Source: an optimization exercise on an open RTL-to-GDS flow (aim: small area and a short achievable clock period). Production flows keep margins and buffers that such runs may drop.
RTL that was checked went through simulation tests only; none was proved equivalent to the original.
Function not checked in runs 3 and 4: the RTL went through the layout flow alone.
Power is estimated from default activity; no workload was simulated.

## design.v

```verilog
`default_nettype none
package book_types_pkg;
  localparam int KEY_BITS = 16;
  localparam int VOLUME_BITS = 16;
  localparam int LISTSIZE_W = 5;
  typedef logic [KEY_BITS-1:0] key_t;
  typedef logic [VOLUME_BITS-1:0] volume_t;
  typedef logic [LISTSIZE_W-1:0] listsize_t;
  typedef enum logic [1:0] {
    CMD_CLEAR   = 2'd0,
    CMD_ADD     = 2'd1,
    CMD_DELETE  = 2'd2,
    CMD_REPLACE = 2'd3
  } cmd_t;
endpackage
`default_nettype wire
`default_nettype none
package book_cfg_pkg;
  localparam int DEF_ENTRIES_N = 16;
  localparam bit DEF_IS_BID = 1'b1;
endpackage
`default_nettype wire
`timescale 1ns/1ps
`default_nettype none
module book_match_leaf_g (
  input  logic i_k,
  input  logic i_c_n,
  output logic o_g_n
);
  assign o_g_n = ~(i_k & i_c_n);
endmodule
module book_match_leaf_p (
  input  logic i_k,
  input  logic i_c_n,
  input  logic i_g_n,
  output logic o_p_n
);
  assign o_p_n = ~((i_k | i_c_n) & i_g_n);
endmodule
module book_match_node_t (
  input  logic i_g_h,
  input  logic i_p_h,
  input  logic i_g_l,
  input  logic i_p_l,
  output logic o_g_n,
  output logic o_p_n
);
  assign o_g_n = ~(i_g_h | (i_p_h & i_g_l));
  assign o_p_n = ~(i_p_h & i_p_l);
endmodule
module book_match_node_t_g (
  input  logic i_g_h,
  input  logic i_p_h,
  input  logic i_g_l,
  output logic o_g_n
);
  assign o_g_n = ~(i_g_h | (i_p_h & i_g_l));
endmodule
module book_match_node_n (
  input  logic i_g_h_n,
  input  logic i_p_h_n,
  input  logic i_g_l_n,
  input  logic i_p_l_n,
  output logic o_g,
  output logic o_p
);
  assign o_g = ~(i_g_h_n & (i_p_h_n | i_g_l_n));
  assign o_p = ~(i_p_h_n | i_p_l_n);
endmodule
module book_match_node_n_g (
  input  logic i_g_h_n,
  input  logic i_p_h_n,
  input  logic i_g_l_n,
  output logic o_g
);
  assign o_g = ~(i_g_h_n & (i_p_h_n | i_g_l_n));
endmodule
module book_match_eq2 (
  input  logic [1:0] i_p_n,
  output logic       o_eq
);
  assign o_eq = ~|i_p_n;
endmodule
module book_match (
  input  book_types_pkg::key_t i_key_stored,
  input  book_types_pkg::key_t i_key_n,
  output logic                 o_gt_n,
  output logic [1:0]           o_eq8_n
);
  logic [15:0] g0_n, p0_n;
  logic [7:0]  g1, p1;
  logic [3:0]  g2_n, p2_n;
  logic [1:0]  g3, p3;
  logic        g4_n;
  for (genvar b = 0; b < 16; b++) begin : g_leaf
    book_match_leaf_g u_leaf_g (.i_k(i_key_stored[b]), .i_c_n(i_key_n[b]), .o_g_n(g0_n[b]));
    book_match_leaf_p u_leaf_p (.i_k(i_key_stored[b]), .i_c_n(i_key_n[b]), .i_g_n(g0_n[b]),
                                .o_p_n(p0_n[b]));
  end
  for (genvar j = 0; j < 8; j++) begin : g_l1
    if (j == 0) begin : g_g
      book_match_node_n_g u_node (.i_g_h_n(g0_n[1]), .i_p_h_n(p0_n[1]), .i_g_l_n(g0_n[0]), .o_g(g1[0]));
      assign p1[0] = 1'b0;
    end else begin : g_gp
      book_match_node_n u_node (
        .i_g_h_n(g0_n[2*j+1]), .i_p_h_n(p0_n[2*j+1]), .i_g_l_n(g0_n[2*j]), .i_p_l_n(p0_n[2*j]),
        .o_g(g1[j]), .o_p(p1[j]));
    end
  end
  for (genvar j = 0; j < 4; j++) begin : g_l2
    if (j == 0) begin : g_g
      book_match_node_t_g u_node (.i_g_h(g1[1]), .i_p_h(p1[1]), .i_g_l(g1[0]), .o_g_n(g2_n[0]));
      assign p2_n[0] = 1'b1;
    end else begin : g_gp
      book_match_node_t u_node (
        .i_g_h(g1[2*j+1]), .i_p_h(p1[2*j+1]), .i_g_l(g1[2*j]), .i_p_l(p1[2*j]),
        .o_g_n(g2_n[j]), .o_p_n(p2_n[j]));
    end
  end
  book_match_node_n_g u_l3_0 (.i_g_h_n(g2_n[1]), .i_p_h_n(p2_n[1]), .i_g_l_n(g2_n[0]), .o_g(g3[0]));
  book_match_node_n u_l3_1 (.i_g_h_n(g2_n[3]), .i_p_h_n(p2_n[3]), .i_g_l_n(g2_n[2]), .i_p_l_n(p2_n[2]),
                            .o_g(g3[1]), .o_p(p3[1]));
  assign p3[0] = 1'b0;
  book_match_node_t_g u_l4 (.i_g_h(g3[1]), .i_p_h(p3[1]), .i_g_l(g3[0]), .o_g_n(g4_n));
  logic [7:0] eq2;
  for (genvar q = 0; q < 8; q++) begin : g_eq
    book_match_eq2 u_eq (.i_p_n(p0_n[2*q +: 2]), .o_eq(eq2[q]));
  end
  book_g_nand4 u_eq8_0 (.a(eq2[0]), .b(eq2[1]), .c(eq2[2]), .d(eq2[3]), .y(o_eq8_n[0]));
  book_g_nand4 u_eq8_1 (.a(eq2[4]), .b(eq2[5]), .c(eq2[6]), .d(eq2[7]), .y(o_eq8_n[1]));
  assign o_gt_n = g4_n;
endmodule
`default_nettype wire
`timescale 1ns/1ps
`default_nettype none
module book_g_inv (input logic a, output logic y);
  assign y = ~a;
endmodule
module book_g_nor2 (input logic a, input logic b, output logic y);
  assign y = ~(a | b);
endmodule
module book_g_nor3 (input logic a, input logic b, input logic c, output logic y);
  assign y = ~(a | b | c);
endmodule
module book_g_nor4 (input logic a, input logic b, input logic c, input logic d, output logic y);
  assign y = ~(a | b | c | d);
endmodule
module book_g_nand2 (input logic a, input logic b, output logic y);
  assign y = ~(a & b);
endmodule
module book_g_nand3 (input logic a, input logic b, input logic c, output logic y);
  assign y = ~(a & b & c);
endmodule
module book_g_nand4 (input logic a, input logic b, input logic c, input logic d, output logic y);
  assign y = ~(a & b & c & d);
endmodule
module book_g_and4 (input logic a, input logic b, input logic c, input logic d, output logic y);
  assign y = a & b & c & d;
endmodule
module book_g_a21oi (input logic a1, input logic a2, input logic b, output logic y);
  assign y = ~((a1 & a2) | b);
endmodule
module book_g_a21o (input logic a1, input logic a2, input logic b, output logic y);
  assign y = (a1 & a2) | b;
endmodule
module book_g_a221oi (input logic a1, input logic a2, input logic b1, input logic b2, input logic c,
                      output logic y);
  assign y = ~((a1 & a2) | (b1 & b2) | c);
endmodule
module book_g_a221o (input logic a1, input logic a2, input logic b1, input logic b2, input logic c,
                     output logic y);
  assign y = (a1 & a2) | (b1 & b2) | c;
endmodule
module book_g_a32o (input logic a1, input logic a2, input logic a3, input logic b1, input logic b2,
                    output logic y);
  assign y = (a1 & a2 & a3) | (b1 & b2);
endmodule
`default_nettype wire
`timescale 1ns/1ps
`default_nettype none
module book_entry_mux #(
  parameter bit HAS_UP = 1'b1,
  parameter bit HAS_DN = 1'b1
) (
  input  logic i_sel_ins,
  input  logic i_sel_up,
  input  logic i_sel_dn,
  input  logic i_sel_hold,
  input  logic i_ins,
  input  logic i_up,
  input  logic i_dn,
  input  logic i_hold,
  output logic o_nxt
);
  logic up_term, dn_term;
  assign up_term = HAS_UP ? (i_sel_up & i_up) : 1'b0;
  assign dn_term = HAS_DN ? (i_sel_dn & i_dn) : 1'b0;
  assign o_nxt = (i_sel_ins & i_ins) | up_term | dn_term | (i_sel_hold & i_hold);
endmodule
`default_nettype wire
`timescale 1ns/1ps
`default_nettype none
module book_top #(
  parameter int ENTRIES_N = book_cfg_pkg::DEF_ENTRIES_N,
  parameter bit IS_BID = book_cfg_pkg::DEF_IS_BID
) (
  input  logic                     i_clk,
  input  logic                     i_rst_n,
  input  logic                     i_cmd_vld,
  input  book_types_pkg::cmd_t                     i_cmd,
  input  book_types_pkg::key_t                     i_key,
  input  book_types_pkg::volume_t                  i_volume,
  output logic [ENTRIES_N-1:0]     o_vld,
  output book_types_pkg::key_t [ENTRIES_N-1:0]     o_keys,
  output book_types_pkg::volume_t [ENTRIES_N-1:0]  o_volumes,
  output book_types_pkg::listsize_t                o_listsize,
  output logic                     o_notify_vld,
  output book_types_pkg::key_t                     o_notify_key,
  output book_types_pkg::volume_t                  o_notify_volume
);
  localparam int N = 16;
  logic op_clr, op_add, op_del, op_rep;
  assign op_clr = i_cmd_vld && (i_cmd == book_types_pkg::CMD_CLEAR);
  assign op_add = i_cmd_vld && (i_cmd == book_types_pkg::CMD_ADD);
  assign op_del = i_cmd_vld && (i_cmd == book_types_pkg::CMD_DELETE);
  assign op_rep = i_cmd_vld && (i_cmd == book_types_pkg::CMD_REPLACE);
  logic add_n, del_n, rep_n;
  assign add_n = ~op_add;
  assign del_n = ~op_del;
  assign rep_n = ~op_rep;
  logic [N-1:0] vld_n;
  assign vld_n = ~o_vld;
  book_types_pkg::key_t key_n;
  assign key_n = ~i_key;
  logic [N-1:0] dv_n, rv_n;
  assign dv_n = ~({N{op_del}} & o_vld);
  assign rv_n = ~({N{op_rep}} & o_vld);
  logic [N-1:0] rv;
  assign rv = {N{op_rep}} & o_vld;
  logic [N-1:0] gt_n, eq, keep, keep_n, dm, r_rep;
  logic [1:0] eq8_n [N];
  for (genvar i = 0; i < N; i++) begin : g_cmp
    book_match u_cmp (.i_key_stored(o_keys[i]), .i_key_n(key_n),
                      .o_gt_n(gt_n[i]), .o_eq8_n(eq8_n[i]));
    book_g_a221oi u_keep   (.a1(gt_n[i]), .a2(eq8_n[i][0]), .b1(gt_n[i]), .b2(eq8_n[i][1]),
                            .c(vld_n[i]), .y(keep[i]));
    book_g_a221o  u_keep_n (.a1(gt_n[i]), .a2(eq8_n[i][0]), .b1(gt_n[i]), .b2(eq8_n[i][1]),
                            .c(vld_n[i]), .y(keep_n[i]));
    book_g_nor2   u_eq  (.a(eq8_n[i][0]), .b(eq8_n[i][1]), .y(eq[i]));
    book_g_nor3   u_dm  (.a(dv_n[i]), .b(eq8_n[i][0]), .c(eq8_n[i][1]), .y(dm[i]));
    book_g_nor3   u_rep (.a(rv_n[i]), .b(eq8_n[i][0]), .c(eq8_n[i][1]), .y(r_rep[i]));
  end
  logic [N-1:0] pn, sel_dn_k, sel_dn_v;
  logic [3:0] gn;
  for (genvar g = 0; g < 4; g++) begin : g_grp
    book_g_inv  u_p0 (.a(dm[4*g]), .y(pn[4*g]));
    book_g_nor2 u_p1 (.a(dm[4*g]), .b(dm[4*g+1]), .y(pn[4*g+1]));
    book_g_nor3 u_p2 (.a(dm[4*g]), .b(dm[4*g+1]), .c(dm[4*g+2]), .y(pn[4*g+2]));
    book_g_nor4 u_p3 (.a(dm[4*g]), .b(dm[4*g+1]), .c(dm[4*g+2]), .d(dm[4*g+3]), .y(pn[4*g+3]));
    assign gn[g] = pn[4*g+3];
  end
  for (genvar i = 0; i < N; i++) begin : g_dn
    localparam int G = i / 4;
    for (genvar c = 0; c < 2; c++) begin : g_copy
      logic s;
      if (G == 0) begin : g0
        book_g_inv   u_s (.a(pn[i]), .y(s));
      end else if (G == 1) begin : g1
        book_g_nand2 u_s (.a(pn[i]), .b(gn[0]), .y(s));
      end else if (G == 2) begin : g2
        book_g_nand3 u_s (.a(pn[i]), .b(gn[0]), .c(gn[1]), .y(s));
      end else begin : g3
        book_g_nand4 u_s (.a(pn[i]), .b(gn[0]), .c(gn[1]), .d(gn[2]), .y(s));
      end
      if (c == 0) begin : g_k
        assign sel_dn_k[i] = s;
      end else begin : g_v
        assign sel_dn_v[i] = s;
      end
    end
  end
  logic [N-1:0] sel_ins, sel_vol, sel_up_k, sel_up_v, mv, hold_k, hold_v;
  for (genvar i = 0; i < N; i++) begin : g_sel
    book_g_nor2 u_mv (.a(add_n), .b(keep[i]), .y(mv[i]));
    if (i == 0) begin : g_head
      assign sel_ins[i] = mv[i];
      assign sel_up_k[i] = 1'b0;
      assign sel_up_v[i] = 1'b0;
      assign sel_vol[i] = mv[i] | r_rep[i];
    end else begin : g_rest
      book_g_nor3 u_ins (.a(add_n), .b(keep_n[i-1]), .c(keep[i]), .y(sel_ins[i]));
      book_g_nor2 u_up_k (.a(add_n), .b(keep[i-1]), .y(sel_up_k[i]));
      book_g_nor2 u_up_v (.a(add_n), .b(keep[i-1]), .y(sel_up_v[i]));
      book_g_a32o u_vol (.a1(op_add), .a2(keep[i-1]), .a3(keep_n[i]), .b1(rv[i]), .b2(eq[i]),
                         .y(sel_vol[i]));
    end
    book_g_nor2 u_hold_k (.a(mv[i]), .b(sel_dn_k[i]), .y(hold_k[i]));
    book_g_nor3 u_hold_v (.a(mv[i]), .b(sel_dn_v[i]), .c(r_rep[i]), .y(hold_v[i]));
  end
  book_types_pkg::key_t    [N-1:0] keys_nxt;
  book_types_pkg::volume_t [N-1:0] vols_nxt;
  for (genvar i = 0; i < N; i++) begin : g_ent
    for (genvar b = 0; b < 16; b++) begin : g_bit
      book_entry_mux #(.HAS_UP(i != 0), .HAS_DN(i != N-1)) u_kmux (
        .i_sel_ins(sel_ins[i]), .i_sel_up(sel_up_k[i]), .i_sel_dn(sel_dn_k[i]), .i_sel_hold(hold_k[i]),
        .i_ins(i_key[b]), .i_up(o_keys[(i == 0) ? 0 : i-1][b]),
        .i_dn(o_keys[(i == N-1) ? i : i+1][b]), .i_hold(o_keys[i][b]),
        .o_nxt(keys_nxt[i][b]));
      book_entry_mux #(.HAS_UP(i != 0), .HAS_DN(i != N-1)) u_vmux (
        .i_sel_ins(sel_vol[i]), .i_sel_up(sel_up_v[i]), .i_sel_dn(sel_dn_v[i]), .i_sel_hold(hold_v[i]),
        .i_ins(i_volume[b]), .i_up(o_volumes[(i == 0) ? 0 : i-1][b]),
        .i_dn(o_volumes[(i == N-1) ? i : i+1][b]), .i_hold(o_volumes[i][b]),
        .o_nxt(vols_nxt[i][b]));
    end
  end
  logic [N-1:0] vld_nxt;
  always_comb begin
    for (int i = 0; i < N; i++) begin
      if (op_clr) vld_nxt[i] = 1'b0;
      else if (op_add) vld_nxt[i] = (i == 0) ? 1'b1 : o_vld[(i == 0) ? 0 : i-1];
      else if (sel_dn_k[i]) vld_nxt[i] = (i == N-1) ? 1'b0 : o_vld[(i == N-1) ? i : i+1];
      else vld_nxt[i] = o_vld[i];
    end
  end
  always_ff @(posedge i_clk or negedge i_rst_n) begin
    if (!i_rst_n) o_vld <= '0;
    else o_vld <= vld_nxt;
  end
  always_ff @(posedge i_clk) begin
    o_keys <= keys_nxt;
    o_volumes <= vols_nxt;
  end
  always_comb begin
    o_listsize = '0;
    for (int i = 0; i < N; i++) begin
      if (o_vld[i] && ((i == N-1) ? 1'b1 : !o_vld[(i == N-1) ? i : i+1])) o_listsize = book_types_pkg::listsize_t'(i + 1);
    end
  end
  logic head_change;
  assign head_change = (op_clr && o_vld[0]) || mv[0] || ((op_del || op_rep) && o_vld[0] && eq[0]);
  always_ff @(posedge i_clk or negedge i_rst_n) begin
    if (!i_rst_n) o_notify_vld <= 1'b0;
    else o_notify_vld <= head_change;
  end
  always_ff @(posedge i_clk) begin
    o_notify_key <= i_key;
    o_notify_volume <= op_clr ? '0 : (op_del ? o_volumes[0] : i_volume);
  end
endmodule
`default_nettype wire
```

## flow/run.sh

```bash
#!/bin/bash
# Standard layout, with the smallest buffer on every input and output port
set -e
export BUFFER_PORTS_ARGS="-buffer_cell sky130_fd_sc_hd__buf_1"
bash standard.sh > standard.log 2>&1
```

## standard.sh

```bash
#!/bin/bash
# synth_recipe.tcl (not shown) runs the flow's synth.tcl, then flattens the netlist and writes it again
# the make line also repeats each setting of config.mk as NAME=value (left out here)
make -C /OpenROAD-flow-scripts/flow DESIGN_CONFIG=/design/flow/config.mk WORK_HOME=/design/flow/orfs CLKGATE_MAP_FILE= SYNTH_SCRIPT=/design/flow/synth_recipe.tcl "${@:-finish}"
```

## config.mk

```make
export PLATFORM = sky130hd
export DESIGN_NAME = book_top
export DESIGN_NICKNAME = book_top
export VERILOG_FILES = /design/flow/design.v
export SDC_FILE = /design/flow/constraint.sdc
export NUM_CORES = 4
export LEC_CHECK = 0
export CAP_MARGIN = 20
export CORE_MARGIN = 2
export CORE_UTILIZATION = 40
export SETUP_SLACK_MARGIN = 2.0
export SLEW_MARGIN = 20
export SYNTH_HIERARCHICAL = 1
```

## constraint.sdc

```tcl
create_clock -name core_clock -period 5.5 [get_ports {i_clk}]
set_input_delay 1.1000 -clock core_clock [delete_from_list [all_inputs] [get_ports {i_clk}]]
set_output_delay 1.1000 -clock core_clock [all_outputs]
set_load 0.01 [all_outputs]
```

==> results of run 1 <==
[sequential cells by signal, indices dropped and copies added, names as in the netlist]
name / flops
o_volumes: 256
o_notify_vld: 1
o_notify_key: 16
o_notify_volume: 16
o_vld: 16
o_keys: 256
[per-layer routing]
metal  routed length (um)  track usage  up-vias
li1                     -            -    15714
met1                50900        0.397    16121
met2                59800        0.519     1408
met3                11500       0.0775      262
met4                 5210        0.131        0
met5                    0            0        -
[what timing repair did]
item	in CTS	in global routing
endpoints found under the setup margin	530	527
hold buffers	0	0
cloned	15	2
buffers inserted	104	79
gates resized for setup	127	78
pin swaps	50	50
[power by group through the flow]
stage          Sequential [W]  Combinational [W]  Clock, W
2_1_floorplan         0.00591            0.00177         0
3_3_place_gp          0.00603            0.00320         0
3_5_place_dp          0.00603            0.00325         0
4_1_cts               0.00595            0.00340   0.00499
5_1_grt               0.00607            0.00386   0.00515
6_report              0.00597            0.00351   0.00494
[critical path, stage by stage, from the launching register on]
cell and delay (ns):
dfrtp_1 0.47, or2_1 0.34, a311oi_1 0.36, o41ai_2 0.18
a21oi_2 0.23, buf_1 0.17
[per-stage QoR]
stage	total power, W	setup slack (ns)	cell area (um2)
floorplan	0.00768	1.19	29500
global placement	0.00924	0.543	33200
detailed placement	0.00928	0.602	33200
CTS	0.0143	1.96	37400
global route	0.0151	1.94	38600
finish	0.0144	2.05	38600
[worst paths after layout]
kind / end / startpoint
max in group asynchronous: o_vld[10] / i_rst_n
worst min-delay path: o_vld[15] / i_rst_n
worst max register to register: o_keys[94] / o_keys[61]
worst max-delay path: o_listsize[1] / o_vld[8]
min in group core_clock: o_notify_volume[8] / o_volumes[8]
worst min register to register: o_notify_volume[8] / o_volumes[8]
[final cells by class]
| class | instances | area, um2 | area share |
|---|---|---|---|
| well taps | 959 | 1200 | 0.0311 |
| multi-input cells | 2887 | 18200 | 0.472 |
| repair inverters | 15 | 113 | 0.00292 |
| repair buffers | 845 | 4760 | 0.123 |
| clock inverters | 23 | 398 | 0.0103 |
| clock buffers | 99 | 2020 | 0.0523 |
| flip-flops and latches | 561 | 11300 | 0.293 |
| inverters | 125 | 559 | 0.0145 |
==> metrics.log, run 1 <==
INFO  metric timing.critical_path.required = around 4.4 ns
INFO  metric drt_first_iter_violations = about 3400
INFO  metric worst_slew_pin_slew = about 1.2 ns
INFO  metric detail_route.drc_violations = 0
INFO  metric timing.critical_path.to_type = output port
INFO  metric worst_ir_drop_on_vdd = around 0.00025 V
INFO  metric rsz0062_at_grt = yes
INFO  metric grt_antenna_before_repair = 0
INFO  metric detailedRoute.firstPassIterationCount = 6
INFO  metric maximum_net_fanout_on_the_critical_path = 9
INFO  metric n_antenna_cell = 0
INFO  metric power.share.sequential = 0.414
INFO  metric post-route-period-util = 0.628
INFO  metric sw_frac_of_total = 0.372
INFO  metric run_status = finished clean
INFO  metric ys_warn_count = 8
INFO  metric setup_viol_count_final = 0
INFO  metric hold_ws = between 0.4 and 0.5 ns
INFO  metric drv_cap = 0
INFO  metric regToRegSetupSlack = 2.65 ns
INFO  metric finalWirelength = 127 mm
INFO  metric max_root_sink_buffers = 3
INFO  metric clkLatencyLatePin = slightly above 0.6 ns
INFO  metric grt_start_max_net_pins = 92
INFO  metric post_synth.cell_area_avg = around 8.1 um2
INFO  metric num-nets-final = around 4500
INFO  metric clock_skew = slightly below 0.03 ns
INFO  metric netlist_area = between 20000 and 30000 um2
INFO  metric power.net_switching = 0.00537 W
INFO  metric pwr_density_cell = approximately 370 nW/um2
INFO  metric leakagePower = ~16 nW
INFO  metric layout.cells.most_common_list = a22oi_1, nand2_1, buf_1
INFO  metric buffer_ports.inserted = about 600
INFO  metric synth.net_count = roughly 3600
INFO  metric cell_internal_pwr = around 0.0090 W
INFO  metric wl_per_instance = approximately 23 um
INFO  metric max_slew_margin = 0.204
INFO  metric finish.cell_count_without_fillers = 5514
INFO  metric netlist_instances = between 3000 and 4000
INFO  metric crit_arrival = around 2.4 ns
INFO  metric cts_tree = yes
INFO  metric pin_count = approximately 600
INFO  metric layout.cells.most_common = a22oi_1
INFO  metric hold_viol = 0
INFO  metric initial_core_util = 0.402
INFO  metric type_of_the_tightest_min_delay_check = primary input to asynchronous set/reset pin
INFO  metric floorplan.rows = just under 100
INFO  metric worstRegToRegCells = 13
INFO  metric cell_count_post_placement = about 5200
INFO  metric global_route_wire_length_before_repair = 187 mm
INFO  metric worstSetupStartpointType = flop
INFO  metric setup.worst_path.class = flop to output port
INFO  metric pwr-share-comb = 0.243
INFO  metric ant_nets = 0
INFO  metric ctsRootBufferMaster = clkbuf_16
INFO  metric vias_in_the_first_global_route = between 30000 and 40000
INFO  metric dpl.hpwl = ~93 mm
INFO  metric clk_sinks = about 560
INFO  metric dieWidth = ~270 um
INFO  metric floorplan_die_area = around 75000 um2
INFO  metric htreeDepth = 3
INFO  metric clock_power_share = 0.342
INFO  metric timing.setup.tns = 0 ns
INFO  metric gr-usage-all-layers = 0.317
INFO  metric timing.final.max_slew_violations = 0
INFO  metric finalWorstPathRequiredPeriod = approximately 3.5 ns
INFO  metric vias = approximately 34000
INFO  metric cts_clk_pin_slew_worst_paths = around 0.070 ns
INFO  metric nFillCells = just over 7000
INFO  metric place_congestion = just over 0.9
INFO  metric die_height = 274 um
INFO  metric grt_overflow = 0
INFO  metric layout-drive-gt1-share = 0.180
INFO  metric maxClockFrequency = just under 300 MHz
INFO  metric utilization_after_layout = 0.532
INFO  metric fp.coreArea = slightly above 70000 um2
INFO  metric ratio_of_routed_vias_to_standard_cells = 6.08
INFO  metric areaGrowthSynthToFinish = 32.4%
INFO  metric cts_buffers = 68
==> inputs of run 2 (changes only) <==
--- a/config.mk
+++ b/config.mk
@@ -8,6 +8,10 @@
 export CAP_MARGIN = 20
 export CORE_MARGIN = 2
 export CORE_UTILIZATION = 40
+export CTS_BUF_LIST = sky130_fd_sc_hd__clkbuf_8
+export CTS_CLUSTER_DIAMETER = 60
+export CTS_CLUSTER_SIZE = 20
 export SETUP_SLACK_MARGIN = 2.0
 export SLEW_MARGIN = 20
 export SYNTH_HIERARCHICAL = 1
+export TNS_END_PERCENT = 10
==> run 2 against run 1 <==
  * Largest cell class unchanged
  * Largest power group unchanged
  * Critical endpoint is now o_listsize[2]
  * Cell count shrank 1.2%
  * Via count decreased by 1.8%
  * Critical path depth stayed put
  * Still clean
  * Area after synthesis is the same
  * Clock-buffer cell count decreased by 40
  * Maximum frequency down 2.8%
  * Synthesized cell count did not move
  * Cell area is 5.7% lower
==> metrics.log, run 2 <==
INFO  metric layout-drive-gt1-share = 0.163 (-0.0171)
INFO  metric clock_power_share = 0.251 (-0.091)
INFO  metric sw_frac_of_total = 0.423 (+0.0503)
INFO  metric vias = 32895 (-1.8%)
INFO  metric netlist_instances = 3598 (unchanged)
INFO  metric pwr_density_cell = 345 nW/um2 (-7.5%)
INFO  metric run_status = finished clean
INFO  metric setup_viol_count_final = 0 (unchanged)
INFO  metric htreeDepth = 2 (-1)
INFO  metric post-route-period-util = 0.646 (+0.0181)
INFO  metric worstSetupStartpointType = flop
INFO  metric worstReg2RegEnd = o_volumes[105]
INFO  metric clkLatencyLatePin = 0.73 ns (+0.11 ns)
INFO  metric die_height = 274 um (unchanged)
INFO  metric power.share.sequential = 0.475 (+0.061)
INFO  metric cts_hold_buffers = 0 (unchanged)
INFO  metric drv_cap = 0 (unchanged)
INFO  metric worst_slew_pin_slew = 1.12 ns (-0.0708 ns)
INFO  metric fp.coreArea = 72600 um2 (unchanged)
INFO  metric maxClockFrequency = 281 MHz (-2.8%)
INFO  metric num-nets-final = 4480 (-1.3%)
INFO  metric cts_tree = yes
INFO  metric detailedRoute.firstPassIterationCount = 6 (unchanged)
INFO  metric ratio_of_routed_vias_to_standard_cells = 6.04 (-0.61%)
INFO  metric nFillCells = 7418 (+4.1%)
INFO  metric leakagePower = 14.9 nW (-6.2%)
INFO  metric regToRegSetupSlack = 2.46 ns (-0.19 ns)
INFO  metric worst_ir_drop_on_vdd = 0.000219 V (-12%)
INFO  metric gr-usage-all-layers = 0.314 (-0.00289)
INFO  metric timing.critical_path.required = 4.40 ns (about the same)
INFO  metric max_root_sink_buffers = 3 (unchanged)
INFO  metric place_congestion = 0.928 (about the same)
INFO  metric dieWidth = 274 um (unchanged)
INFO  metric finalWirelength = 124 mm (-2.3%)
INFO  metric layout.cells.most_common_list = a22oi_1, nand2_1, buf_1
INFO  metric post_synth.cell_area_avg = 8.11 um2 (unchanged)
INFO  metric r2r_start = o_keys[55]
INFO  metric synth.net_count = 3635 (unchanged)
INFO  metric timing.setup.tns = 0 ns (unchanged)
INFO  metric floorplan_die_area = 75100 um2 (unchanged)
INFO  metric global_route_wire_length_before_repair = 185 mm (-0.89%)
INFO  metric type_of_the_tightest_min_delay_check = primary input to asynchronous set/reset pin
INFO  metric rsz0062_at_grt = yes
INFO  metric initial_core_util = 0.402 (unchanged)
INFO  metric worstRegToRegCells = 13 (unchanged)
INFO  metric drt_first_iter_violations = 3388 (+0.92%)
INFO  metric setup.worst_path.class = flop to output port
INFO  metric clk_sinks = 561 (unchanged)
INFO  metric dpl.hpwl = 93.9 mm (+0.93%)
INFO  metric finalWorstPathRequiredPeriod = 3.55 ns (+0.0996 ns)
INFO  metric grt_start_max_net_pins = 35 (-62%)
INFO  metric clock_skew = 0.0385 ns (+0.00912 ns)
INFO  metric buffer_ports.inserted = 602 (unchanged)
INFO  metric grt_overflow = 0 (unchanged)
INFO  metric netlist_area = 29200 um2 (unchanged)
INFO  metric wl_per_instance = 22.8 um (-1.1%)
INFO  metric pwr-share-comb = 0.274 (+0.031)
INFO  metric ys_warn_count = 8 (unchanged)
INFO  metric power.net_switching = 0.00532 W (-0.96%)
INFO  metric ant_nets = 0 (unchanged)
INFO  metric floorplan.rows = 99 (unchanged)
INFO  metric crit_arrival = 2.45 ns (+0.10 ns)
INFO  metric grt_antenna_before_repair = 1 (+1)
INFO  metric cts_buffers = 54 (-21%)
INFO  metric largest_registers = o_keys: 256 flops, o_volumes: 256 flops
INFO  metric max_slew_margin = 0.251 (+0.0472)
INFO  metric layout.cells.most_common = a22oi_1
INFO  metric hold_viol = 0 (unchanged)
INFO  metric timing.critical_path.to_type = output port
INFO  metric maximum_net_fanout_on_the_critical_path = 10 (+1)
INFO  metric ctsRootBufferMaster = clkbuf_8
INFO  metric areaGrowthSynthToFinish = 24.8%
INFO  metric utilization_after_layout = 0.502 (-0.0304)
INFO  metric timing.final.max_slew_violations = 0 (unchanged)
INFO  metric vias_in_the_first_global_route = 30014 (-2.7%)
INFO  metric hold_ws = 0.340 ns (-0.104 ns)
INFO  metric detail_route.drc_violations = 0 (unchanged)
INFO  metric cts_clk_pin_slew_worst_paths = 0.11 ns (+0.04 ns)
INFO  metric pin_count = 603 (unchanged)
INFO  metric cell_internal_pwr = 0.00726 W (-20%)
-- run 2: cell types whose count changed in the layout (fill, tap and decap cells not counted), sizes merged --
cell / change
diode: +1
bufinv: -7
clkinv: +1
clkinvlp: -3
or2: -1
buf: -37
clkbuf: -45
a32o: -1
inv: +25
-- run 2: area by class of cell --
| cell class | instances | area (um2) | share of cell area |
|---|---|---|---|
| multi-input combinational | 2885 | 17900 | 0.492 |
| sequential | 561 | 11300 | 0.311 |
| timing repair buffer | 803 | 4020 | 0.110 |
| tap | 959 | 1200 | 0.0329 |
| clock buffer | 59 | 812 | 0.0223 |
| inverter | 125 | 541 | 0.0148 |
| clock inverter | 41 | 510 | 0.0140 |
| timing repair inverter | 13 | 97.6 | 0.00268 |
| antenna | 1 | 2.50 | 0.0000687 |
-- run 2: timing repair --
action | 4_1_cts | 5_1_grt
endpoints found under the setup margin | 528 | 520
resized for setup | 92 | 34
buffers inserted | 57 | 67
pin swaps | 17 | 32
gates cloned | 13 | 0
-- run 2: power groups by stage --
stage	Combinational [W]	Sequential [W]	Clock [W]
2_1_floorplan	0.00176	0.00591	0
5_1_grt	0.00379	0.00608	0.00339
3_5_place_dp	0.00324	0.00606	0
4_1_cts	0.00337	0.00597	0.00322
6_report	0.00344	0.00598	0.00316
3_3_place_gp	0.00319	0.00606	0
-- run 2: worst max path at each step --
stage	from	end	slack, ns
after detailed placement	i_key[11]	o_volumes[85]	0.46
after global routing	o_vld[7]	o_listsize[2]	1.86
after global placement	i_key[11]	o_keys[254]	0.57
final	o_vld[7]	o_listsize[2]	1.95
after CTS	o_vld[1]	o_listsize[0]	1.91
after floorplan	i_key[3]	o_volumes[192]	1.19
-- run 2: layer usage --
layer / global-route usage / wire (um) / vias up / part of all wire
met5: 0 / 0 / - / 0
met4: 0.119 / 4850 / 0 / 0.039
met3: 0.0789 / 10600 / 223 / 0.086
met2: 0.512 / 58400 / 1238 / 0.47
met1: 0.398 / 50600 / 15847 / 0.41
li1: - / - / 15587 / -
-- run 2: critical path: stages (launching register included) --
cell      delay, ns
dfrtp_2        0.50
or2_1          0.32
a211oi_2       0.27
o32ai_2        0.17
a41oi_2        0.30
buf_1          0.18
-- run 2: per-stage QoR --
stage,cell area [um2],cells,setup slack (ns),power (W)
6_report,36400,5447,1.95,0.0126
3_3_place_gp,33200,5205,0.566,0.00926
5_1_grt,36400,5447,1.86,0.0133
3_5_place_dp,33300,5207,0.458,0.00930
2_1_floorplan,29400,3598,1.19,0.00768
4_1_cts,35600,5377,1.91,0.0126
==> inputs of run 3 (changes only) <==
--- a/design.v
+++ b/design.v
@@ -330,11 +330,14 @@
     o_keys <= keys_nxt;
     o_volumes <= vols_nxt;
   end
-  always_comb begin
-    o_listsize = '0;
-    for (int i = 0; i < N; i++) begin
-      if (o_vld[i] && ((i == N-1) ? 1'b1 : !o_vld[(i == N-1) ? i : i+1])) o_listsize = book_types_pkg::listsize_t'(i + 1);
-    end
+  book_types_pkg::listsize_t size_inc, size_dec;
+  assign size_inc = o_listsize + 1'b1;
+  assign size_dec = o_listsize - 1'b1;
+  always_ff @(posedge i_clk or negedge i_rst_n) begin
+    if (!i_rst_n) o_listsize <= '0;
+    else if (op_clr) o_listsize <= '0;
+    else if (op_add && !o_vld[N-1]) o_listsize <= size_inc;
+    else if (sel_dn_k[N-1]) o_listsize <= size_dec;
   end
   logic head_change;
   assign head_change = (op_clr && o_vld[0]) || mv[0] || ((op_del || op_rep) && o_vld[0] && eq[0]);
--- a/config.mk
+++ b/config.mk
@@ -8,10 +8,7 @@
 export CAP_MARGIN = 20
 export CORE_MARGIN = 2
 export CORE_UTILIZATION = 40
-export CTS_BUF_LIST = sky130_fd_sc_hd__clkbuf_8
-export CTS_CLUSTER_DIAMETER = 60
-export CTS_CLUSTER_SIZE = 20
-export SETUP_SLACK_MARGIN = 2.0
+export SETUP_SLACK_MARGIN = 2.5
 export SLEW_MARGIN = 20
 export SYNTH_HIERARCHICAL = 1
 export TNS_END_PERCENT = 10
==> run 3 against run 2 <==
  * Still clean
  * Sequential cell count rose by 5
  * Setup slack better by 0.29 ns
  * Non-clock buffer count up 110
  * Worst hold slack improved by 0.13 ns
  * Sequential power shrank 1%
  * Maximum frequency grew 8.8%
  * Cell count increased by 2.6%
  * Sequential share of layout area is 2.8 points lower
  * Largest cell class unchanged
==> metrics.log, run 3 <==
INFO  metric run_status = finished clean
INFO  metric dpl.hpwl = 94.2 mm (+0.34%)
INFO  metric worst_slew_pin_slew = 1.12 ns (-0.000946 ns)
INFO  metric drt_first_iter_violations = 3698 (+9.1%)
INFO  metric post-route-period-util = 0.594 (-0.0524)
INFO  metric grt_start_max_net_pins = 63 (+80%)
INFO  metric timing.critical_path.required = 5.98 ns (+1.58 ns)
INFO  metric leakagePower = 16.6 nW (+11%)
INFO  metric setup.worst_path.class = primary input to flop
INFO  metric floorplan.rows = 99 (unchanged)
INFO  metric worstReg2RegEnd = o_keys[93]
INFO  metric max_slew_margin = 0.252 (+0.000630)
INFO  metric largest_registers = o_keys: 256 flops, o_volumes: 256 flops
INFO  metric areaGrowthSynthToFinish = 38.1%
INFO  metric timing.setup.tns = 0 ns (unchanged)
INFO  metric maxClockFrequency = 306 MHz (+8.8%)
INFO  metric crit_arrival = 3.75 ns (+1.30 ns)
INFO  metric cts_clk_pin_slew_worst_paths = 0.06 ns (-0.05 ns)
INFO  metric worstSetupStartpointType = primary input
INFO  metric layout-drive-gt1-share = 0.223 (+0.0595)
INFO  metric ratio_of_routed_vias_to_standard_cells = 6.13 (+1.5%)
INFO  metric htreeDepth = 3 (+1)
INFO  metric pin_count = 603 (unchanged)
INFO  metric ant_nets = 0 (unchanged)
INFO  metric max_root_sink_buffers = 3 (unchanged)
INFO  metric clock_skew = 0.0230 ns (-0.0155 ns)
INFO  metric layout.cells.most_common_list = a22oi_1, nand2_1, buf_1
INFO  metric clkLatencyLatePin = 0.62 ns (-0.11 ns)
INFO  metric initial_core_util = 0.402 (about the same)
INFO  metric type_of_the_tightest_min_delay_check = primary input to asynchronous set/reset pin
INFO  metric netlist_instances = 3597 (-0.028%)
INFO  metric detail_route.drc_violations = 0 (unchanged)
INFO  metric ys_warn_count = 8 (unchanged)
INFO  metric hold_ws = 0.472 ns (+0.132 ns)
INFO  metric clk_sinks = 566 (+0.89%)
INFO  metric gr-usage-all-layers = 0.326 (+0.0125)
INFO  metric floorplan_die_area = 75300 um2 (+0.24%)
INFO  metric cts_buffers = 68 (+26%)
INFO  metric setup_viol_count_final = 0 (unchanged)
INFO  metric critical_path.startpoint = i_key[5]
INFO  metric netlist_area = 29200 um2 (+0.25%)
INFO  metric fp.coreArea = 72700 um2 (+0.17%)
INFO  metric num-nets-final = 4617 (+3.1%)
INFO  metric detailedRoute.firstPassIterationCount = 9 (+3)
INFO  metric layout.cells.most_common = a22oi_1
INFO  metric place_congestion = 0.925 (-0.36%)
INFO  metric worst_ir_drop_on_vdd = 0.000222 V (+1.7%)
INFO  metric pwr_density_cell = 349 nW/um2 (+1.2%)
INFO  metric finalWorstPathRequiredPeriod = 3.27 ns (-0.288 ns)
INFO  metric vias_in_the_first_global_route = 31287 (+4.2%)
INFO  metric timing.critical_path.to_type = flop
INFO  metric finalWirelength = 131 mm (+5.3%)
INFO  metric grt_overflow = 0 (unchanged)
INFO  metric die_height = 274 um (+0.12%)
INFO  metric timing.final.max_slew_violations = 0 (unchanged)
INFO  metric synth.net_count = 3639 (+0.11%)
INFO  metric grt_antenna_before_repair = 0 (-1)
INFO  metric worstRegToRegCells = 10 (-3)
INFO  metric hold_viol = 0 (unchanged)
INFO  metric global_route_wire_length_before_repair = 192 mm (+3.8%)
INFO  metric vias = 34256 (+4.1%)
INFO  metric post_synth.cell_area_avg = 8.13 um2 (+0.28%)
INFO  metric maximum_net_fanout_on_the_critical_path = 17 (+7)
INFO  metric rsz0062_at_grt = yes
INFO  metric drv_cap = 0 (unchanged)
INFO  metric n_antenna_cell = 0 (-1)
INFO  metric dieWidth = 274 um (+0.12%)
INFO  metric wl_per_instance = 23.5 um (+2.6%)
INFO  metric cts_tree = yes
INFO  metric r2r_start = o_keys[66]
INFO  metric buffer_ports.inserted = 602 (unchanged)
INFO  metric ctsRootBufferMaster = clkbuf_16
INFO  metric regToRegSetupSlack = 2.68 ns (+0.22 ns)
run 3: worst max-delay path by stage:
stage                          end  slack (ns)  cells after the start
floorplan           o_volumes[192]        1.19                     10
global placement    o_volumes[115]        0.31                     11
detailed placement  o_volumes[119]        0.26                     11
CTS                  o_volumes[21]        2.42                     15
global route           o_keys[240]        2.17                     18
finish                 o_keys[240]        2.23                     17
run 3: layer usage:
metal	up-vias	GRT usage	share of wire
met4	0	0.118	0.037
met5	-	0	0
met1	16631	0.423	0.40
met3	240	0.0743	0.092
met2	1529	0.530	0.47
li1	15856	-	-
run 3: where the power goes:
group	switching (W)	leakage, nW	internal [W]	total (W)
Combinational	0.00215	10.7	0.00123	0.00337
Clock	0.00191	1.14	0.00290	0.00482
Sequential	0.00113	4.74	0.00479	0.00592
run 3: worst max-delay path: stages:
cell and delay (ns):
buf_4 0.12, clkinvlp_4 0.10, buf_12 0.16, buf_12 0.15
nand2_2 0.08, o21ai_2 0.07, nor2_1 0.15, nand4_1 0.26
nor3_4 0.35, nor4_4 0.07, buf_4 0.17, nand4_1 0.10
buf_4 0.14, nor2_4 0.06, buf_12 0.15, a222oi_1 0.37
inv_1 0.11
run 3: repair_timing:
action	CTS	global route
pin swaps	144	90
hold endpoints to repair	0	0
setup endpoints to repair	534	530
gates cloned	14	3
resized for setup	324	166
hold buffers	0	0
setup buffers	194	33
run 3: cell type report:
cell class | instances | area, um2
tap | 959 | 1200
timing repair buffer | 913 | 5870
sequential | 566 | 11400
timing repair inverter | 7 | 50.0
clock inverter | 22 | 339
inverter | 125 | 552
clock buffer | 100 | 2000
fill | 6937 | 32300
multi-input combinational | 2894 | 18900
run 3: through the flow:
| step | setup WS, ns | instance area [um2] | total power, W | utilization | instances |
|---|---|---|---|---|---|
| 2_1_floorplan | 1.19 | 29500 | 0.00750 | - | 3597 |
| 3_3_place_gp | 0.308 | 33400 | 0.00897 | 0.459 | 5217 |
| 3_5_place_dp | 0.256 | 33400 | 0.00901 | 0.460 | 5220 |
| 4_1_cts | 2.42 | 39400 | 0.0140 | 0.541 | 5550 |
| 5_1_grt | 2.17 | 40400 | 0.0147 | 0.556 | 5586 |
| 6_report | 2.23 | 40400 | 0.0141 | 0.556 | 5586 |
==> inputs of run 4 (changes only) <==
--- a/config.mk
+++ b/config.mk
@@ -8,7 +8,7 @@
 export CAP_MARGIN = 20
 export CORE_MARGIN = 2
 export CORE_UTILIZATION = 40
-export SETUP_SLACK_MARGIN = 2.5
+export SETUP_SLACK_MARGIN = 2.0
 export SLEW_MARGIN = 20
 export SYNTH_HIERARCHICAL = 1
 export TNS_END_PERCENT = 10
==> run 4 against run 3 <==
  * Area after synthesis is the same
  * Maximum frequency shrank 7.3%
  * Clock power is essentially flat
  * Worst hold slack gained 0.0020 ns
  * Setup slack lost 0.26 ns
  * Sequential share of layout area grew 1.8 points
  * Highest routed layer unchanged
==> metrics.log, run 4 <==
INFO  metric largest_registers = o_keys: 256 flops, o_volumes: 256 flops
INFO  metric pin_count = 603 (unchanged)
INFO  metric combined_area_of_the_multi_input_logic_cells = 18000 um2 (-4.8%)
INFO  metric ant_nets = 0 (unchanged)
INFO  metric regToRegSetupSlack = 2.50 ns (-0.18 ns)
INFO  metric clock_power_share = 0.346 (+0.005)
INFO  metric clkLatencyLatePin = 0.61 ns (about the same)
INFO  metric post_synth.cell_area_avg = 8.13 um2 (unchanged)
INFO  metric worst_ir_drop_on_vdd = 0.000216 V (-2.8%)
INFO  metric timing.final.max_slew_violations = 0 (unchanged)
INFO  metric detail_route.drc_violations = 0 (unchanged)
INFO  metric layout.cells.most_common_list = a22oi_1, nand2_1, buf_1
INFO  metric cts_buffers = 68 (unchanged)
INFO  metric layout.cells.most_common = a22oi_1
INFO  metric crit_path_max_incr_delay = 0.31 ns (-0.06 ns)
INFO  metric place_congestion = 0.925 (unchanged)
INFO  metric hold_ws = 0.474 ns (+0.00203 ns)
INFO  metric timing.critical_path.required = 5.99 ns (about the same)
INFO  metric global_route_wire_length_before_repair = 185 mm (-3.8%)
INFO  metric cts_hold_buffers = 0 (unchanged)
INFO  metric dieWidth = 274 um (unchanged)
INFO  metric num-nets-final = 4521 (-2.1%)
INFO  metric drv_cap = 0 (unchanged)
INFO  metric ctsRootBufferMaster = clkbuf_16
INFO  metric finalWorstPathRequiredPeriod = 3.52 ns (+0.255 ns)
INFO  metric grt_antenna_before_repair = 0 (unchanged)
INFO  metric pwr-share-comb = 0.231 (-0.008)
INFO  metric max_slew_margin = 0.252 (about the same)
INFO  metric globalRouteMet1Util = 0.407 (-0.0156)
INFO  metric clock_skew = 0.0204 ns (-0.00255 ns)
INFO  metric buffer_ports.inserted = 602 (unchanged)
INFO  metric setup_viol_count_final = 0 (unchanged)
INFO  metric gr-usage-all-layers = 0.313 (-0.0133)
INFO  metric run_status = finished clean
INFO  metric ratio_of_routed_vias_to_standard_cells = 6.05 (-1.3%)
INFO  metric clk_sinks = 566 (unchanged)
INFO  metric vias = 33223 (-3.0%)
INFO  metric power.share.sequential = 0.424 (+0.004)
INFO  metric layout-drive-gt1-share = 0.166 (-0.0564)
INFO  metric netlist_area = 29200 um2 (unchanged)
INFO  metric leakagePower = 15.5 nW (-6.4%)
INFO  metric worstSetupStartpointType = primary input
INFO  metric cell_internal_pwr = 0.00882 W (-1.0%)
INFO  metric ys_warn_count = 8 (unchanged)
INFO  metric rsz0062_at_grt = yes
INFO  metric wl_per_instance = 22.9 um (-2.5%)
INFO  metric maxClockFrequency = 284 MHz (-7.3%)
INFO  metric post-route-period-util = 0.640 (+0.0464)
INFO  metric timing.setup.tns = 0 ns (unchanged)
INFO  metric cts_tree = yes
INFO  metric setup.worst_path.class = primary input to flop
INFO  metric global_route.peak_usage_layer = met2
INFO  metric grtUsageMet3 = 0.0723 (-0.00201)
INFO  metric pwr_density_cell = 366 nW/um2 (+4.8%)
INFO  metric grt_start_max_net_pins = 63 (unchanged)
INFO  metric floorplan_die_area = 75300 um2 (unchanged)
INFO  metric worst_slew_pin_slew = 1.12 ns (+0.000235 ns)
INFO  metric routing_usage_on_met2 = 0.513 (-0.0173)
INFO  metric hold_viol = 0 (unchanged)
INFO  metric sw_frac_of_total = 0.366 (-0.00228)
INFO  metric cp_cell_sequence = clkbuf_2 -> clkinvlp_4 -> buf_4 -> buf_4 -> o21ai_2 -> nor2_1 -> nand4_1 -> buf_4 -> nor3_2 -> nor4_4 -> buf_8 -> nand4_1 -> buf_4 -> a21o_2 -> o221a_1
INFO  metric crit_arrival = 4.01 ns (+0.26 ns)
INFO  metric timing.critical_path.to_type = flop
INFO  metric drt_first_iter_violations = 3517 (-4.9%)
INFO  metric initial_core_util = 0.402 (unchanged)
INFO  metric synth.net_count = 3639 (unchanged)
INFO  metric floorplan.rows = 99 (unchanged)
INFO  metric finalWirelength = 126 mm (-4.2%)
INFO  metric dpl.hpwl = 94.2 mm (unchanged)
INFO  metric vias_in_the_first_global_route = 30078 (-3.9%)
INFO  metric power.net_switching = 0.00509 W (-2.0%)
INFO  metric critical-path-top-cell-by-count = buf_4
INFO  metric maximum_net_fanout_on_the_critical_path = 26 (+9)
INFO  metric type_of_the_tightest_min_delay_check = primary input to asynchronous set/reset pin
INFO  metric sequential_cell_area = 11400 um2 (unchanged)
INFO  metric max_root_sink_buffers = 3 (unchanged)
INFO  metric n_antenna_cell = 0 (unchanged)
INFO  metric areaGrowthSynthToFinish = 30.0%
INFO  metric cts_clk_pin_slew_worst_paths = 0.06 ns (about the same)
INFO  metric fp.coreArea = 72700 um2 (unchanged)
INFO  metric grt_overflow = 0 (unchanged)
INFO  metric netlist_instances = 3597 (unchanged)
INFO  metric critPathSlowestCell = nor4_4
INFO  metric htreeDepth = 3 (unchanged)
INFO  metric detailedRoute.firstPassIterationCount = 6 (-3)
INFO  metric die_height = 274 um (unchanged)
INFO  metric nFillCells = 7252 (+4.5%)
## run 4: worst max-delay path: cells and delay by family
kind,cells,cell delay [ns]
and+or+nand+nor,5,0.77
AOI/OAI and AO/OA,3,0.66
buffers and inverters,7,1.44
## run 4: final timing paths
kind                               from            endpoint  cells after the start
max                           i_key[13]       o_listsize[2]                     15
min                             i_rst_n       o_listsize[3]                      2
max reg2reg                  o_keys[73]         o_keys[213]                     16
min reg2reg                o_volumes[7]  o_notify_volume[7]                      2
max in group asynchronous       i_rst_n            o_vld[6]                      2
min in group core_clock    o_volumes[7]  o_notify_volume[7]                      2
## run 4: timing repair
action | CTS | global route
gates resized for setup | 77 | 72
setup endpoints to repair | 516 | 529
pin swaps | 35 | 34
setup buffers | 69 | 69
gates cloned | 6 | 3
## run 4: power by group through the flow
stage / combinational, W / clock, W / sequential [W]
CTS: 0.00312 / 0.00487 / 0.00588
finish: 0.00321 / 0.00481 / 0.00589
global route: 0.00353 / 0.00503 / 0.00598
global placement: 0.00300 / 0 / 0.00597
floorplan: 0.00163 / 0 / 0.00587
detailed placement: 0.00305 / 0 / 0.00596
## run 4: area by class of cell
class,count,share of cell area
Inverter,125,0.0145
Timing Repair Buffer,819,0.115
Multi-Input combinational cell,2891,0.475
Clock inverter,22,0.00892
Tap cell,959,0.0316
Sequential cell,566,0.301
Clock buffer,100,0.0525
Timing Repair inverter,8,0.00151
## run 4: per-stage QoR
step	cells	total power, W	cell area [um2]	utilization	worst slack [ns]
global placement	5217	0.00897	33400	0.459	0.308
floorplan	3597	0.00750	29500	-	1.19
global route	5490	0.0145	38000	0.523	1.90
detailed placement	5220	0.00901	33400	0.460	0.256
CTS	5417	0.0139	36900	0.507	1.91
finish	5490	0.0139	38000	0.523	1.98
## run 4: routing by layer
layer	wire [um]	up-vias
li1	-	15659
met1	51700	16055
met2	59300	1304
met3	10800	205
met4	3750	0
met5	0	-
==> inputs of run 5 (changes only) <==
--- a/design.v
+++ b/design.v
@@ -64,8 +64,8 @@
   output logic o_g,
   output logic o_p
 );
-  assign o_g = ~(i_g_h_n & (i_p_h_n | i_g_l_n));
-  assign o_p = ~(i_p_h_n | i_p_l_n);
+  book_match_node_n_g u_g (.i_g_h_n(i_g_h_n), .i_p_h_n(i_p_h_n), .i_g_l_n(i_g_l_n), .o_g(o_g));
+  book_g_nor2         u_p (.a(i_p_h_n), .b(i_p_l_n), .y(o_p));
 endmodule
 module book_match_node_n_g (
   input  logic i_g_h_n,
@@ -330,14 +330,11 @@
     o_keys <= keys_nxt;
     o_volumes <= vols_nxt;
   end
-  book_types_pkg::listsize_t size_inc, size_dec;
-  assign size_inc = o_listsize + 1'b1;
-  assign size_dec = o_listsize - 1'b1;
-  always_ff @(posedge i_clk or negedge i_rst_n) begin
-    if (!i_rst_n) o_listsize <= '0;
-    else if (op_clr) o_listsize <= '0;
-    else if (op_add && !o_vld[N-1]) o_listsize <= size_inc;
-    else if (sel_dn_k[N-1]) o_listsize <= size_dec;
+  always_comb begin
+    o_listsize = '0;
+    for (int i = 0; i < N; i++) begin
+      if (o_vld[i] && ((i == N-1) ? 1'b1 : !o_vld[(i == N-1) ? i : i+1])) o_listsize = book_types_pkg::listsize_t'(i + 1);
+    end
   end
   logic head_change;
   assign head_change = (op_clr && o_vld[0]) || mv[0] || ((op_del || op_rep) && o_vld[0] && eq[0]);
==> run 5 against run 4 <==
  * Highest routed layer unchanged
  * First-iteration DRC count decreased by 0.82%
  * Still clean on timing, DRC and antenna
  * Wire length decreased by 2.0%
  * Synthesized cell count about the same
  * Area after synthesis decreased by 1.9%
  * Largest power group unchanged
  * Critical path type is now flop to output port
  * Maximum frequency decreased by 0.68%
==> metrics.log, run 5 <==
INFO  metric grt_antenna_before_repair = 0 (unchanged)
INFO  metric n_antenna_cell = 0 (unchanged)
INFO  metric worst_slew_pin_slew = 1.14 ns (+0.0223 ns)
INFO  metric post-route-cell-area = 37300 um2 (-1.8%)
INFO  metric cts_tree = yes
INFO  metric finalWorstPathRequiredPeriod = 3.55 ns (+0.0241 ns)
INFO  metric netlist_instances = 3598 (+0.028%)
INFO  metric worst_ir_drop_on_vdd = 0.000257 V (+19%)
INFO  metric fp.coreArea = 71200 um2 (-2.0%)
INFO  metric place_congestion = 0.933 (+0.96%)
INFO  metric pin_count = 603 (unchanged)
INFO  metric finalPower = 0.0138 W (-0.51%)
INFO  metric die_height = 272 um (-0.94%)
INFO  metric final_critical_path_setup_slack = 1.95 ns (-0.0241 ns)
INFO  metric crit_arrival = 2.45 ns (-1.56 ns)
INFO  metric grt_start_max_net_pins = 76 (+21%)
INFO  metric placed_cell_area = 32800 um2 (-1.8%)
INFO  metric gr-usage-all-layers = 0.311 (-0.00193)
INFO  metric run_status = finished clean
INFO  metric grt_overflow = 0 (unchanged)
INFO  metric detail_route.drc_violations = 0 (unchanged)
INFO  metric ys_warn_count = 8 (unchanged)
INFO  metric max_slew_margin = 0.237 (-0.0149)
INFO  metric leakagePower = 15.4 nW (-1.2%)
INFO  metric type_of_the_tightest_min_delay_check = primary input to asynchronous set/reset pin
INFO  metric critical_path.startpoint = o_vld[1]
INFO  metric pwr-share-comb = 0.239 (+0.008)
INFO  metric worst_setup_path_endpoint = o_listsize[0]
INFO  metric cts_buffers = 68 (unchanged)
INFO  metric worstReg2RegEnd = o_keys[247]
INFO  metric clkLatencyLatePin = 0.62 ns (about the same)
INFO  metric clock_skew = 0.0279 ns (+0.00749 ns)
INFO  metric power.net_switching = 0.00527 W (+3.6%)
INFO  metric finalWirelength = 123 mm (-2.0%)
INFO  metric ratio_of_routed_vias_to_standard_cells = 6.02 (-0.50%)
INFO  metric dpl.hpwl = 93.1 mm (-1.3%)
INFO  metric pwr_density_cell = 371 nW/um2 (+1.3%)
INFO  metric synth.net_count = 3635 (-0.11%)
INFO  metric layout.cells.most_common = a22oi_1
INFO  metric drt_first_iter_violations = 3488 (-0.82%)
INFO  metric buffer_ports.inserted = 602 (unchanged)
INFO  metric max_root_sink_buffers = 3 (unchanged)
INFO  metric maximum_net_fanout_on_the_critical_path = 9 (-65%)
INFO  metric setup.worst_path.class = flop to output port
INFO  metric rsz0062_at_grt = yes
INFO  metric post_synth.cell_area_avg = 7.97 um2 (-1.9%)
INFO  metric post-route-period-util = 0.645 (+0.00438)
INFO  metric timing.critical_path.required = 4.40 ns (-1.59 ns)
INFO  metric global_route_wire_length_before_repair = 182 mm (-1.4%)
INFO  metric initial_core_util = 0.403 (+0.000538)
INFO  metric power.share.sequential = 0.432 (+0.008)
INFO  metric floorplan.rows = 98 (-1.0%)
INFO  metric regToRegSetupSlack = 2.65 ns (+0.15 ns)
INFO  metric num-nets-final = 4498 (-0.51%)
INFO  metric ctsRootBufferMaster = clkbuf_16
INFO  metric maxClockFrequency = 282 MHz (-0.68%)
INFO  metric finish.cell_count_without_fillers = 5462 (-0.51%)
INFO  metric setup_viol_count_final = 0 (unchanged)
INFO  metric dieWidth = 272 um (-0.94%)
INFO  metric detailedRoute.firstPassIterationCount = 7 (+1)
INFO  metric ant_nets = 0 (unchanged)
INFO  metric worstSetupStartpointType = flop
INFO  metric vias_in_the_first_global_route = 29546 (-1.8%)
INFO  metric htreeDepth = 3 (unchanged)
INFO  metric timing.setup.tns = 0 ns (unchanged)
INFO  metric r2r_start = o_keys[19]
INFO  metric timing.final.max_slew_violations = 0 (unchanged)
INFO  metric hold_viol = 0 (unchanged)
INFO  metric layout.cells.most_common_list = a22oi_1, nand2_1, buf_1
INFO  metric floorplan_die_area = 73900 um2 (-1.9%)
INFO  metric cell_count_post_placement = 5200 (-0.38%)
INFO  metric cts_clk_pin_slew_worst_paths = 0.07 ns (about the same)
INFO  metric largest_registers = o_keys: 256 flops, o_volumes: 256 flops
INFO  metric wl_per_instance = 22.5 um (-1.5%)
INFO  metric clock_power_share = 0.328 (-0.018)
INFO  metric netlist_area = 28700 um2 (-1.9%)
INFO  metric layout-drive-gt1-share = 0.136 (-0.0299)
INFO  metric sw_frac_of_total = 0.381 (+0.0150)
INFO  metric worstRegToRegCells = 13 (-3)
INFO  metric cell_internal_pwr = 0.00857 W (-2.9%)
INFO  metric place_worst_setup_slack = 0.208 ns (-0.0482 ns)
INFO  metric clk_sinks = 561 (-0.88%)
INFO  metric vias = 32889 (-1.0%)
INFO  metric areaGrowthSynthToFinish = 30.1%
INFO  metric drv_cap = 0 (unchanged)
INFO  metric timing.critical_path.to_type = output port
## run 5: what timing repair did
item	CTS	global route
setup endpoints to repair	530	527
pin swaps	15	55
resized for setup	64	78
gates cloned	2	2
setup buffers	28	106
hold buffers	0	0
## run 5: metrics by stage
step	util	hold slack, ns
global route	0.524	0.449
detailed placement	0.460	0.502
CTS	0.502	0.427
global placement	0.460	0.499
finish	0.524	0.445
floorplan	-	0.511
## run 5: cell type report
type | instances | area [um2]
inverters | 125 | 544
clock buffers | 97 | 1980
clock inverters | 24 | 255
repair buffers | 816 | 4390
fillers | 6998 | 33900
multi-input cells | 2885 | 17600
well taps | 950 | 1190
flip-flops and latches | 561 | 11300
repair inverters | 4 | 27.5
## run 5: worst min-delay path by stage
| stage | from | end | slack, ns | depth (start not counted) |
|---|---|---|---|---|
| after global placement | o_volumes[0] | o_notify_volume[0] | 0.50 | 2 |
| after CTS | i_rst_n | o_vld[12] | 0.43 | 2 |
| after global routing | i_rst_n | o_vld[12] | 0.45 | 2 |
| final | i_rst_n | o_vld[12] | 0.44 | 2 |
| after detailed placement | o_volumes[242] | o_volumes[242] | 0.50 | 2 |
| after floorplan | o_volumes[0] | o_notify_volume[0] | 0.51 | 2 |
## run 5: metal layers
metal	share of wire	GRT usage
met1	0.41	0.406
met2	0.47	0.504
met3	0.085	0.0714
met4	0.032	0.110
met5	0	0
## run 5: critical path, cell delays in order, from the launching register on
cell and delay (ns):
dfrtp_1 0.50, nand2b_4 0.21, a311oi_2 0.37, o221ai_2 0.22, a221oi_2 0.35, buf_1 0.20
## run 5: power groups by stage
stage / Clock (W) / Sequential, W / Combinational [W]
6_report: 0.00454 / 0.00599 / 0.00331
5_1_grt: 0.00479 / 0.00608 / 0.00365
4_1_cts: 0.00461 / 0.00597 / 0.00319
3_5_place_dp: 0 / 0.00605 / 0.00313
3_3_place_gp: 0 / 0.00606 / 0.00310
2_1_floorplan: 0 / 0.00591 / 0.00166
==> inputs of run 6 (changes only) <==
--- a/config.mk
+++ b/config.mk
@@ -8,7 +8,7 @@
 export CAP_MARGIN = 20
 export CORE_MARGIN = 2
 export CORE_UTILIZATION = 40
-export SETUP_SLACK_MARGIN = 2.0
+export SETUP_SLACK_MARGIN = 2.3
 export SLEW_MARGIN = 20
 export SYNTH_HIERARCHICAL = 1
 export TNS_END_PERCENT = 10
==> run 6 against run 5 <==
  * Still clean
  * Synthesized cell count did not move
  * Wire length rose by 6.4%
  * Setup slack improved by 0.17 ns
  * Maximum frequency rose by 5.1%
  * Largest cell class unchanged
==> metrics.log, run 6 <==
INFO  metric finalWorstPathRequiredPeriod = 3.37 ns (-0.173 ns)
INFO  metric run_status = finished clean
INFO  metric grt_start_max_net_pins = 76 (unchanged)
INFO  metric cell_count_post_placement = 5200 (unchanged)
INFO  metric grt_overflow = 0 (unchanged)
INFO  metric finalPower = 0.0141 W (+2.0%)
INFO  metric dpl.hpwl = 93.1 mm (unchanged)
INFO  metric leakagePower = 16.3 nW (+6.0%)
INFO  metric clk_sinks = 561 (unchanged)
INFO  metric cts_tree = yes
INFO  metric crit_arrival = 2.27 ns (-0.18 ns)
INFO  metric detailedRoute.firstPassIterationCount = 9 (+2)
INFO  metric vias = 33922 (+3.1%)
INFO  metric worst_slew_pin_slew = 1.29 ns (+0.144 ns)
INFO  metric num-nets-final = 4600 (+2.3%)
INFO  metric regToRegSetupSlack = 2.76 ns (+0.11 ns)
INFO  metric netlist_area = 28700 um2 (unchanged)
INFO  metric layout-drive-gt1-share = 0.184 (+0.0475)
INFO  metric cts_buffers = 68 (unchanged)
INFO  metric max_slew_margin = 0.140 (-0.0968)
INFO  metric timing.critical_path.required = 4.40 ns (about the same)
INFO  metric place_congestion = 0.933 (unchanged)
INFO  metric ctsRootBufferMaster = clkbuf_16
INFO  metric wl_per_instance = 23.5 um (+4.5%)
INFO  metric drt_first_iter_violations = 3573 (+2.4%)
INFO  metric clock_power_share = 0.323 (-0.005)
INFO  metric grt_antenna_before_repair = 0 (unchanged)
INFO  metric global_route_wire_length_before_repair = 187 mm (+2.4%)
INFO  metric power.net_switching = 0.00541 W (+2.7%)
INFO  metric ys_warn_count = 8 (unchanged)
INFO  metric final_critical_path_setup_slack = 2.13 ns (+0.173 ns)
INFO  metric areaGrowthSynthToFinish = 37.5%
INFO  metric sw_frac_of_total = 0.384 (+0.00285)
INFO  metric cell_internal_pwr = 0.00870 W (+1.5%)
INFO  metric clock_skew = 0.0255 ns (-0.00248 ns)
INFO  metric floorplan.rows = 98 (unchanged)
INFO  metric pwr-share-comb = 0.252 (+0.013)
INFO  metric layout.cells.most_common = a22oi_1
INFO  metric layout.cells.most_common_list = a22oi_1, nand2_1, buf_1
INFO  metric detail_route.drc_violations = 0 (unchanged)
INFO  metric die_height = 272 um (unchanged)
INFO  metric ratio_of_routed_vias_to_standard_cells = 6.10 (+1.3%)
INFO  metric place_worst_setup_slack = 0.208 ns (unchanged)
INFO  metric type_of_the_tightest_min_delay_check = primary input to asynchronous set/reset pin
INFO  metric r2r_start = o_keys[35]
INFO  metric maxClockFrequency = 297 MHz (+5.1%)
INFO  metric clkLatencyLatePin = 0.63 ns (about the same)
INFO  metric maximum_net_fanout_on_the_critical_path = 6 (-3)
INFO  metric worst_ir_drop_on_vdd = 0.000261 V (+1.7%)
INFO  metric timing.final.max_slew_violations = 0 (unchanged)
INFO  metric floorplan_die_area = 73900 um2 (unchanged)
INFO  metric netlist_instances = 3598 (unchanged)
INFO  metric largest_registers = o_keys: 256 flops, o_volumes: 256 flops
INFO  metric sequential_cell_area = 11300 um2 (+0.11%)
INFO  metric utilization_after_layout = 0.554 (+0.0298)
INFO  metric pin_count = 603 (unchanged)
INFO  metric synth.net_count = 3635 (unchanged)
INFO  metric vias_in_the_first_global_route = 30286 (+2.5%)
INFO  metric worstRegToRegCells = 14 (+1)
INFO  metric post-route-period-util = 0.613 (-0.0314)
INFO  metric setup_viol_count_final = 0 (unchanged)
INFO  metric ant_nets = 0 (unchanged)
INFO  metric buffer_ports.inserted = 602 (unchanged)
INFO  metric n_antenna_cell = 0 (unchanged)
INFO  metric timing.setup.tns = 0 ns (unchanged)
INFO  metric setup.worst_path.class = flop to output port
INFO  metric hold_viol = 0 (unchanged)
INFO  metric nFillCells = 6752 (-3.5%)
INFO  metric cts_clk_pin_slew_worst_paths = 0.07 ns (about the same)
INFO  metric combined_area_of_the_multi_input_logic_cells = 18300 um2 (+4.1%)
INFO  metric gr-usage-all-layers = 0.319 (+0.00761)
INFO  metric finish.cell_count_without_fillers = 5564 (+1.9%)
INFO  metric timing.critical_path.to_type = output port
INFO  metric post_synth.cell_area_avg = 7.97 um2 (unchanged)
INFO  metric cts_hold_buffers = 0 (unchanged)
INFO  metric initial_core_util = 0.403 (unchanged)
INFO  metric max_root_sink_buffers = 3 (unchanged)
INFO  metric power.share.sequential = 0.425 (-0.007)
INFO  metric dieWidth = 272 um (unchanged)
INFO  metric worstSetupStartpointType = flop
INFO  metric drv_cap = 0 (unchanged)
INFO  metric rsz0062_at_grt = yes
INFO  metric finalWirelength = 131 mm (+6.4%)
INFO  metric pwr_density_cell = 358 nW/um2 (-3.5%)
INFO  metric fp.coreArea = 71200 um2 (unchanged)
INFO  metric htreeDepth = 3 (unchanged)
INFO  metric worstReg2RegEnd = o_keys[219]
run 6: layer usage:
layer / track usage / wire length (um) / vias to the layer above
met5: 0 / 0 / -
met4: 0.112 / 4690 / 0
met2: 0.523 / 60900 / 1555
li1: - / - / 15856
met1: 0.409 / 53300 / 16258
met3: 0.0763 / 12000 / 253
run 6: final cells by class:
type	instances	share of cell area
well taps	950	0.0301
repair inverters	6	0.000952
flip-flops and latches	561	0.287
inverters	125	0.0140
multi-input cells	2892	0.465
clock buffers	97	0.0502
repair buffers	909	0.146
clock inverters	24	0.00647
run 6: critical path, cell delays in order (launching register included):
cell      delay (ns)
dfrtp_2         0.44
inv_2           0.10
a311oi_4        0.35
o221ai_2        0.20
a221oi_2        0.36
buf_2           0.20
run 6: metrics by stage:
stage	hold WS, ns	cell area [um2]
final	0.441	39400
after global routing	0.448	39400
after CTS	0.426	37400
after detailed placement	0.502	32800
after global placement	0.499	32800
after floorplan	0.511	28900
run 6: timing repair:
action / in CTS / in global routing
pin swaps: 75 / 88
gates cloned: 8 / 22
endpoints found under the setup margin: 532 / 525
buffers inserted: 131 / 81
resized for setup: 174 / 215
run 6: worst max path at each step:
stage | cells past startpoint | slack, ns | to | start
3_5_place_dp | 11 | 0.21 | o_volumes[125] | i_key[5]
5_1_grt | 17 | 2.09 | o_keys[246] | i_key[13]
6_report | 5 | 2.13 | o_listsize[0] | o_vld[4]
4_1_cts | 5 | 2.13 | o_listsize[0] | o_vld[3]
2_1_floorplan | 10 | 1.22 | o_volumes[192] | i_key[3]
3_3_place_gp | 11 | 0.26 | o_volumes[108] | i_key[5]
run 6: power groups by stage:
stage                     registers (W)  clock network, W  logic, W
after global placement          0.00606                 0   0.00310
after global routing            0.00608           0.00479   0.00390
after floorplan                 0.00591                 0   0.00166
final                           0.00600           0.00455   0.00356
after CTS                       0.00596           0.00461   0.00336
after detailed placement        0.00605                 0   0.00313

[what the ideal ports hide]
The flow's constraints put no driver on any port. The routed layouts listed below were extracted and timed again, unchanged, in two steps.
Step 1 sets driving cells, clkbuf_16 on the clock port and buf_2 on the other inputs (assumed; they add their load-dependent delay and slew).
Step 2 adds t to the input delays and takes it off the output delays; t is the mean of the earliest and latest rising clock arrival at the registers after step 1. Input paths then give back, and output paths get back, about the clock's delay inside the block.
Three values: no drivers, after step 1, after step 2; two values: the first two.
run | t, ns | setup WS [ns] | worst slew at a driven data input, ns | pins driven straight from the clock port
run 1 | 0.678 | 2.046 / 1.972 / 1.428 | 0.04 | 1
run 2 | 0.777 | 1.946 / 1.878 / 1.315 | 0.04 | 1
run 3 | 0.675 | 2.234 / 2.274 / 1.599 | 0.05 | 1
run 4 | 0.672 | 1.979 / 2.020 / 1.348 | 0.04 | 1
run 5 | 0.680 | 1.955 / 1.885 / 1.413 | 0.04 | 1
run 6 | 0.685 | 2.128 / 2.056 / 1.580 | 0.04 | 1
After both steps setup and hold are still met in every run listed. For run 3, which loses most, drivers alone change the setup slack by +0.040 ns; drivers and shift together by -0.635 ns.
